This design comes from an exercise in tuning for small area, a short achievable clock period and few clock cycles on the open sky130 flow, not from production work. No functional check of the RTL was part of any run shown here.

==> flow/design.v, too long to show whole: its modules and the start of the top module <==
// module mat_vec_sequencer: 1207 lines
module mat_vec_sequencer #(
    parameter int FRAC_BITS = 16,
    parameter int DIM_W     = 8
) (
    input  logic             clk,
    input  logic             reset,
    input  logic             start,
    input  logic [DIM_W-1:0] m_dim,
    input  logic [DIM_W-1:0] n_dim,
    input  logic             transpose,
    output logic             mat_read,
    output logic [DIM_W-1:0] mat_m_addr,
    output logic [DIM_W-1:0] mat_n_addr,
    output logic             mat_tr,
    input  logic [31:0]      mat_data,
    output logic [DIM_W-1:0] vec_addr,
    input  logic [31:0]      vec_data,
    output logic             y_valid,
    input  logic             y_ready,
    output logic [DIM_W-1:0] y_addr,
    output logic [31:0]      y_data,
    output logic             busy,
    output logic             done
);
  // ...
==> flow/flow/run.sh <==
#!/bin/bash
# The standard layout (standard.sh) with these changes:
# - Yosys's generic abc pass before full-adder extraction is skipped (-noabc), so extract_fa
#   sees the adder trees as written and does not put inverters between full adders;
# - port buffers are buf_2 rather than the delay buffer buffer_ports picks by itself;
# - clock tree: larger sink clusters and no dummy loads.
# Registers are untouched by all of them.
bash standard.sh SYNTH_ARGS=-noabc SETUP_SLACK_MARGIN=${MARGIN:-8.8} \
  "BUFFER_PORTS_ARGS=-buffer_cell sky130_fd_sc_hd__buf_2" \
  "CTS_ARGS=-sink_clustering_enable -repair_clock_nets -dont_use_dummy_load -sink_clustering_size 24 -sink_clustering_max_diameter 120" \
  finish > standard.log 2>&1
==> flow/standard.sh <==
#!/bin/bash
# synth_recipe.tcl (not shown) runs the flow's synth.tcl, then flattens the netlist and writes it again
# the make line also repeats each setting of config.mk as NAME=value (left out here)
make -C /OpenROAD-flow-scripts/flow DESIGN_CONFIG=/design/flow/config.mk WORK_HOME=/design/flow/orfs CLKGATE_MAP_FILE= SYNTH_SCRIPT=/design/flow/synth_recipe.tcl "${@:-finish}"
==> flow/config.mk <==
export PLATFORM = sky130hd
export DESIGN_NAME = mat_vec_sequencer
export DESIGN_NICKNAME = mat_vec_sequencer
export VERILOG_FILES = /design/flow/design.v
export SDC_FILE = /design/flow/constraint.sdc
export NUM_CORES = 4
export LEC_CHECK = 0
export ABC_AREA = 1
export CAP_MARGIN = 20
export CORE_MARGIN = 2
export CORE_UTILIZATION = 40
export SLEW_MARGIN = 20
export TNS_END_PERCENT = 0
==> flow/constraint.sdc <==
create_clock -name core_clock -period 12.0 [get_ports {clk}]
set_input_delay 2.4000 -clock core_clock [delete_from_list [all_inputs] [get_ports {clk}]]
set_output_delay 2.4000 -clock core_clock [all_outputs]
set_load 0.01 [all_outputs]
==> impl_metrics.tcl, run 1 <==
set metrics [dict create \
    whs_endpoint "eB$_DFF_P_" \
    post-route-period-util_pct 30.21 \
    yosys.area_share.simple_pct 7.518 \
    reg2reg_slack_ns 8.43 \
    multi_input_area_share_pct 65.44 \
    synthXorXnorAreaFrac_pct 17.00 \
    ant_nets 0 \
    netlist_area_mm2 0.02812 \
    holdCritPathClass "reg2reg" \
    flops_and_latches 288 \
    critPathMaxStageDelay_ns 0.49 \
    drtIter0Drc 2760 \
    antenna_cells 0 \
    synth_seq_cells 288 \
    cp_slowest_cell "edfxtp_1" \
    synthFlopType "dfxtp_1" \
    tritoncts "built" \
    dpl.hpwl_um 59240 \
    arrival_ns 1.23 \
    globalRouteMet3Util_pct 7.587 \
    clk_share_pct 1.317 \
    r2r-start "an_r[31]$_DFF_P_" \
    status "finished clean" \
    seq_share_pct 21.29 \
    critPathTopFamily "flip-flops" \
    pre_cts_slack_ns 7.967 \
    die_h_um 269.2 \
    numClockSinks 288 \
    final_area_mm2 0.03039 \
    yosys.area.top_type_share_pct 28.69 \
    synth_area_leader_cell "fa_1" \
    insertion_delay_ns 0.55 \
    regMostFlops "hb" \
    place_area_mm2 0.02954 \
]
==> run 2, diff against run 1 <==
--- a/flow/design.v
+++ b/flow/design.v
@@ -18,31 +18,34 @@
     output logic             y_valid,
     input  logic             y_ready,
     output logic [DIM_W-1:0] y_addr,
     output logic [31:0]      y_data,
     output logic             busy,
     output logic             done
 );
     logic             busy_q, done_q, rd_q, yv_q, ep, rp;
-    logic [DIM_W-1:0] r, c, r_last, c_last, ya;
+    logic [DIM_W-1:0] r, c, r_len, c_len, ya;
     logic             tr;
     logic             v1, f1, l1, e1;    
     logic             vA, fA, lA, eA;    
-    logic             vB, fB, lB, eB;    
+    logic             vB, nfB, lB, eB;   
     wire idle    = !busy_q && !done_q;
     wire go      = idle && start;
     wire nz      = (m_dim != '0) && (n_dim != '0);
-    wire c_end   = (c == c_last);
-    wire r_end   = (r == r_last);
+    wire [DIM_W-1:0] c_inc = c + 1'b1;
+    wire [DIM_W-1:0] r_inc = r + 1'b1;
+    wire [DIM_W-1:0] ya_inc = ya + 1'b1;
+    wire c_end   = (c_inc == c_len);
+    wire r_end   = (r_inc == r_len);
     wire tok     = vB && (eB == ep) && !rp;
     wire blocked = yv_q && !y_ready;
     wire xfer    = yv_q && y_ready;
     wire drop    = tok && blocked;
-    wire fin     = xfer && (ya == r_last);
+    wire fin     = xfer && (ya_inc == r_len);
     always_ff @(posedge clk or posedge reset) begin
         if (reset) begin
             busy_q <= 1'b0;
             done_q <= 1'b0;
             rd_q   <= 1'b0;
             yv_q   <= 1'b0;
             ep     <= 1'b0;
             rp     <= 1'b0;
@@ -51,56 +54,56 @@
             vB     <= 1'b0;
         end else begin
             done_q <= fin || (go && !nz);
             if (go && nz)  busy_q <= 1'b1;
             else if (fin)  busy_q <= 1'b0;
             rp <= drop;
             if (rp)        rd_q <= 1'b1;
             else if (go)   rd_q <= nz;
-            else if (c_end && r_end) rd_q <= 1'b0;
+            else if (rd_q && c_end && r_end) rd_q <= 1'b0;
             if (rp)        ep <= ~ep;
             v1 <= rd_q;
             vA <= v1;
             vB <= vA;
             if (tok && !blocked) yv_q <= lB;
             else if (xfer)       yv_q <= 1'b0;
         end
     end
     always_ff @(posedge clk) begin
         if (go) begin
-            r_last <= (transpose ? n_dim : m_dim) - 1'b1;
-            c_last <= (transpose ? m_dim : n_dim) - 1'b1;
+            r_len <= transpose ? n_dim : m_dim;
+            c_len <= transpose ? m_dim : n_dim;
             tr     <= transpose;
         end
         if (rp) begin
-            r <= ya + 1'b1;
+            r <= ya_inc;
             c <= '0;
         end else if (go) begin
             r <= '0;
             c <= '0;
         end else if (rd_q) begin
             if (c_end) begin
                 c <= '0;
-                r <= r + 1'b1;
+                r <= r_inc;
             end else begin
-                c <= c + 1'b1;
+                c <= c_inc;
             end
         end
         f1 <= (c == '0);
         l1 <= c_end;
         e1 <= ep;
         fA <= f1;
         lA <= l1;
         eA <= e1;
-        fB <= fA;
+        nfB <= ~fA;
         lB <= lA;
         eB <= eA;
         if (go)        ya <= '0;
-        else if (xfer) ya <= ya + 1'b1;
+        else if (xfer) ya <= ya_inc;
     end
     logic [31:0] an_r, acc;
     logic [15:0] bon, btn, bn;
     logic [32:0] vb;
     assign vb = {vec_data, 1'b0};
     logic [107:0] hb;
     logic [7:0] lb;
     logic        ck;
@@ -1001,17 +1004,17 @@
     assign lb_n[1] = bs71;
     assign lb_n[2] = bs81;
     assign lb_n[3] = bs83;
     assign lb_n[4] = bc84;
     assign lb_n[5] = bs97;
     assign lb_n[6] = bc98;
     assign lb_n[7] = bs111;
     logic [31:0] acc_in;
-    assign acc_in = fB ? 32'd0 : acc;
+    assign acc_in = acc & {32{nfB}};
     logic [5:0] csum;
     assign csum = {1'b0, {lb[6], lb[4], lb[2], lb[0]}, 1'b1} + {1'b0, {lb[7], lb[5], lb[3], lb[1]}, ck};
     wire c16 = csum[5];
     wire ms747 = hb[0] ^ hb[1] ^ hb[2];
     wire mc748 = (hb[0] & hb[1]) | (hb[0] & hb[2]) | (hb[1] & hb[2]);
     wire ms749 = hb[3] ^ acc_in[0] ^ ms747;
     wire mc750 = (hb[3] & acc_in[0]) | (hb[3] & ms747) | (acc_in[0] & ms747);
     wire ms751 = hb[4] ^ hb[5] ^ acc_in[1];
==> run 2 against run 1 <==
  * Global-route usage up 0.071 points
  * Critical endpoint is now mat_m_addr[6]
  * Register-to-register slack hardly changed
  * Core utilization up 0.51 points
  * Largest cell class unchanged
  * Hold slack hardly changed
  * Maximum frequency rose by 0.43%
  * Design area is 1.3% higher
  * Via count increased by 2.0%
==> impl_metrics.tcl, run 2 <==
set metrics [dict create \
    ys_top_cells_by_area "fa_1, dfxtp_1, xor2_1" \
    ctsHoldBuffers 0 \
    cp.required_ns 9.60 \
    largest_reg_flops 108 \
    fp-row-count 97 \
    grt_max_degree 35 \
    path_cells "buf_2" \
    rsz0062_at_grt "yes" \
    arrival_ns 1.21 \
    cts_buffers 17 \
    ys_warn_count 1 \
    antenna_found_initial 1 \
    endpoint_kind "output port" \
    ant_nets 0 \
    drtIter0Drc 2426 \
    r2r-start "bn[6]$_DFF_P_" \
    start_kind "flop" \
    netlist_top_cells_count "xor2_1, o22ai_1, fa_1" \
    pre_cts_slack_ns 7.985 \
    die-area_mm2 0.07268 \
    holdCritPathClass "reg2reg" \
    wl_per_cell_um 23.89 \
    holdPathStages 0 \
    cts.clk_slew.worst_paths_ns 0.09 \
    netlist_area_mm2 0.02822 \
    cts-root-buf "clkbuf_16" \
    drt-total-wl_um 93810 \
    tritoncts "built" \
    die_h_um 269.6 \
    drive_gt1_share_pct 11.48 \
    max_freq_mhz 277.0 \
    synth_seq_cells 288 \
    yosys.area.top_type_share_pct 28.59 \
    hold_start "e1$_DFF_P_" \
    setup-tns-final_ns 0 \
    synthFlopType "dfxtp_1" \
    dr.pass1.iters 7 \
    seq_area_frac_synth_pct 22.61 \
    start_util_pct 40.36 \
    reg.largest.list "hb (108), acc (32), an_r (32)" \
    async_flop_share_pct 3.125 \
    syn_inst 2993 \
    gp_congestion 0.8945 \
    synth_fp_nets 3579 \
    vias 22466 \
    regMostFlops "hb" \
    worstReg2RegEnd "hb[95]$_DFF_P_" \
    core_mm2 0.06991 \
    final_area_mm2 0.03080 \
    grt_usage_pct 24.69 \
    numClockSinks 288 \
    reg2reg_slack_ns 8.43 \
    drc 0 \
    hold_slack_ns 0.3337 \
    synth_edf_count 57 \
    tightest_slew_ns 0.8653 \
    crit_fanout 4 \
    finalMaxSlewViolations 0 \
    reg2reg_depth 8 \
    status "finished clean" \
    maxCapViolCount 0 \
    hold_viol 0 \
    h-tree-depth 1 \
    ys_types 40 \
    skew_ns 0.05062 \
    max_slew_margin_pct 42.31 \
    cp_slowest_cell "edfxtp_1" \
    nets 3575 \
    critPathTopFamily "flip-flops" \
    grt_pass1_vias 22880 \
    timing.final.ws_setup_ns 8.390 \
    clockBufferDepth 3 \
    io_pins 154 \
    area_delta_synth_final_pct 9.148 \
    critPathMaxStageDelay_ns 0.47 \
    antenna_cells 0 \
    most-common-layout-cells "xor2_1, o22ai_1, fa_1" \
    crit_buf_inv 1 \
    place_area_mm2 0.02955 \
    whs_endpoint "eA$_DFF_P_" \
    synth_area_leader_cell "fa_1" \
    die_width_um 269.6 \
    critical_path_class "reg2out" \
    dpl.hpwl_um 59400 \
    io_buffers 153 \
    insertion_delay_ns 0.56 \
    period_needed_ns 3.610 \
    setup_viol 0 \
    grt_overflow 0 \
    post-route-period-util_pct 30.09 \
    yosysMostFrequentCell "xor2_1" \
    via_per_inst 5.721 \
    layout_commonest_cell "xor2_1" \
    syn_area_per_cell_um2 9.428 \
    grt_first_pass_wirelength_um 138900 \
]
[run 2: logic make-up (layout without fill, tap and decap cells)]
logic type,Yosys count,after routing,share of synthesized area (%)
compound gates,599,599,12.79
xor+xnor,513,513,15.97
buf+inv,534,528,7.427
fa+ha+maj,501,501,32.94
flops,288,288,22.61
simple gates,558,558,8.256
[run 2: repair_timing]
| item | in CTS | in global routing |
|---|---|---|
| cloned | 0 | 2 |
| buffers inserted | 12 | 15 |
| gates resized for setup | 57 | 83 |
| endpoints found under the setup margin | 219 | 204 |
| pin swaps | 0 | 1 |
[run 2: worst max path at each step]
stage,from,endpoint,slack (ns),cells after the start
after detailed placement,nfB$_DFF_P_,acc[31]$_DFFE_PN_,7.98,14
after global routing,an_r[9]$_DFF_P_,ck$_DFF_P_,8.35,12
after global placement,bon[0]$_DFF_P_,ck$_DFF_P_,8.00,11
after CTS,r[6]$_DFFE_PP_,mat_m_addr[6],8.38,1
after floorplan,start,r[3]$_DFFE_PP_,8.51,6
final,r[6]$_DFFE_PP_,mat_m_addr[6],8.39,1
[run 2: cell type report]
class | count | area [um2]
Sequential cell | 288 | 6515
Inverter | 277 | 1044
Tap cell | 940 | 1176
Multi-Input combinational cell | 2171 | 19840
Timing Repair Buffer | 234 | 1799
Fill cell | 6778 | 39110
Clock buffer | 17 | 425.4
[run 2: layer usage]
metal / GRT usage [%] / up-vias / wire length [um]
met1: 32.72 / 10707 / 37350
met2: 37.08 / 1550 / 39390
met4: 9.254 / 2 / 4843
li1: - / 9839 / -
met3: 8.674 / 368 / 12220
met5: 0 / - / 11
[run 2: worst reg2reg max path, stage by stage (launching register included)]
cell and delay [ns]:
dfxtp_2 0.33, buf_6 0.46, inv_1 0.25, xor2_1 0.23
fa_1 0.57, inv_1 0.08, fa_1 0.45, fa_1 0.49
fa_1 0.53
[run 2: stage by stage]
stage | util [%] | cells
floorplan | - | 2993
global placement | 42.28 | 3881
detailed placement | 42.28 | 3881
CTS | 43.21 | 3910
global route | 44.06 | 3927
finish | 44.06 | 3927

## what the ideal ports hide
The results above use ideal ports. As a check the final layouts listed here were re-extracted and re-timed, cells and wires unchanged. Step 1, drivers: a clkbuf_16 drives clk and a buf_2 each remaining input, both assumed. Step 2 adds t to the input delays and takes it off the output delays; t is the mean of the earliest and latest rising clock arrival at the registers after step 1. Input paths then give back, and output paths get back, about the clock's delay inside the block. Slacks: ideal ports / drivers / drivers and shift; pairs: ideal ports / drivers.
| run | t (ns) | setup WS [ns] | worst setup path after step 2 | worst register clock-pin slew, ns |
|---|---|---|---|---|
| run 1 | 0.595 | 8.374 / 8.305 / 7.983 | input to register | 0.11 / 0.11 |
| run 2 | 0.605 | 8.390 / 8.323 / 8.050 | input to register | 0.10 / 0.10 |
After both steps setup and hold are still met in every run listed. For run 1, which loses most, drivers alone change the setup slack by -0.069 ns; drivers and shift together by -0.391 ns.
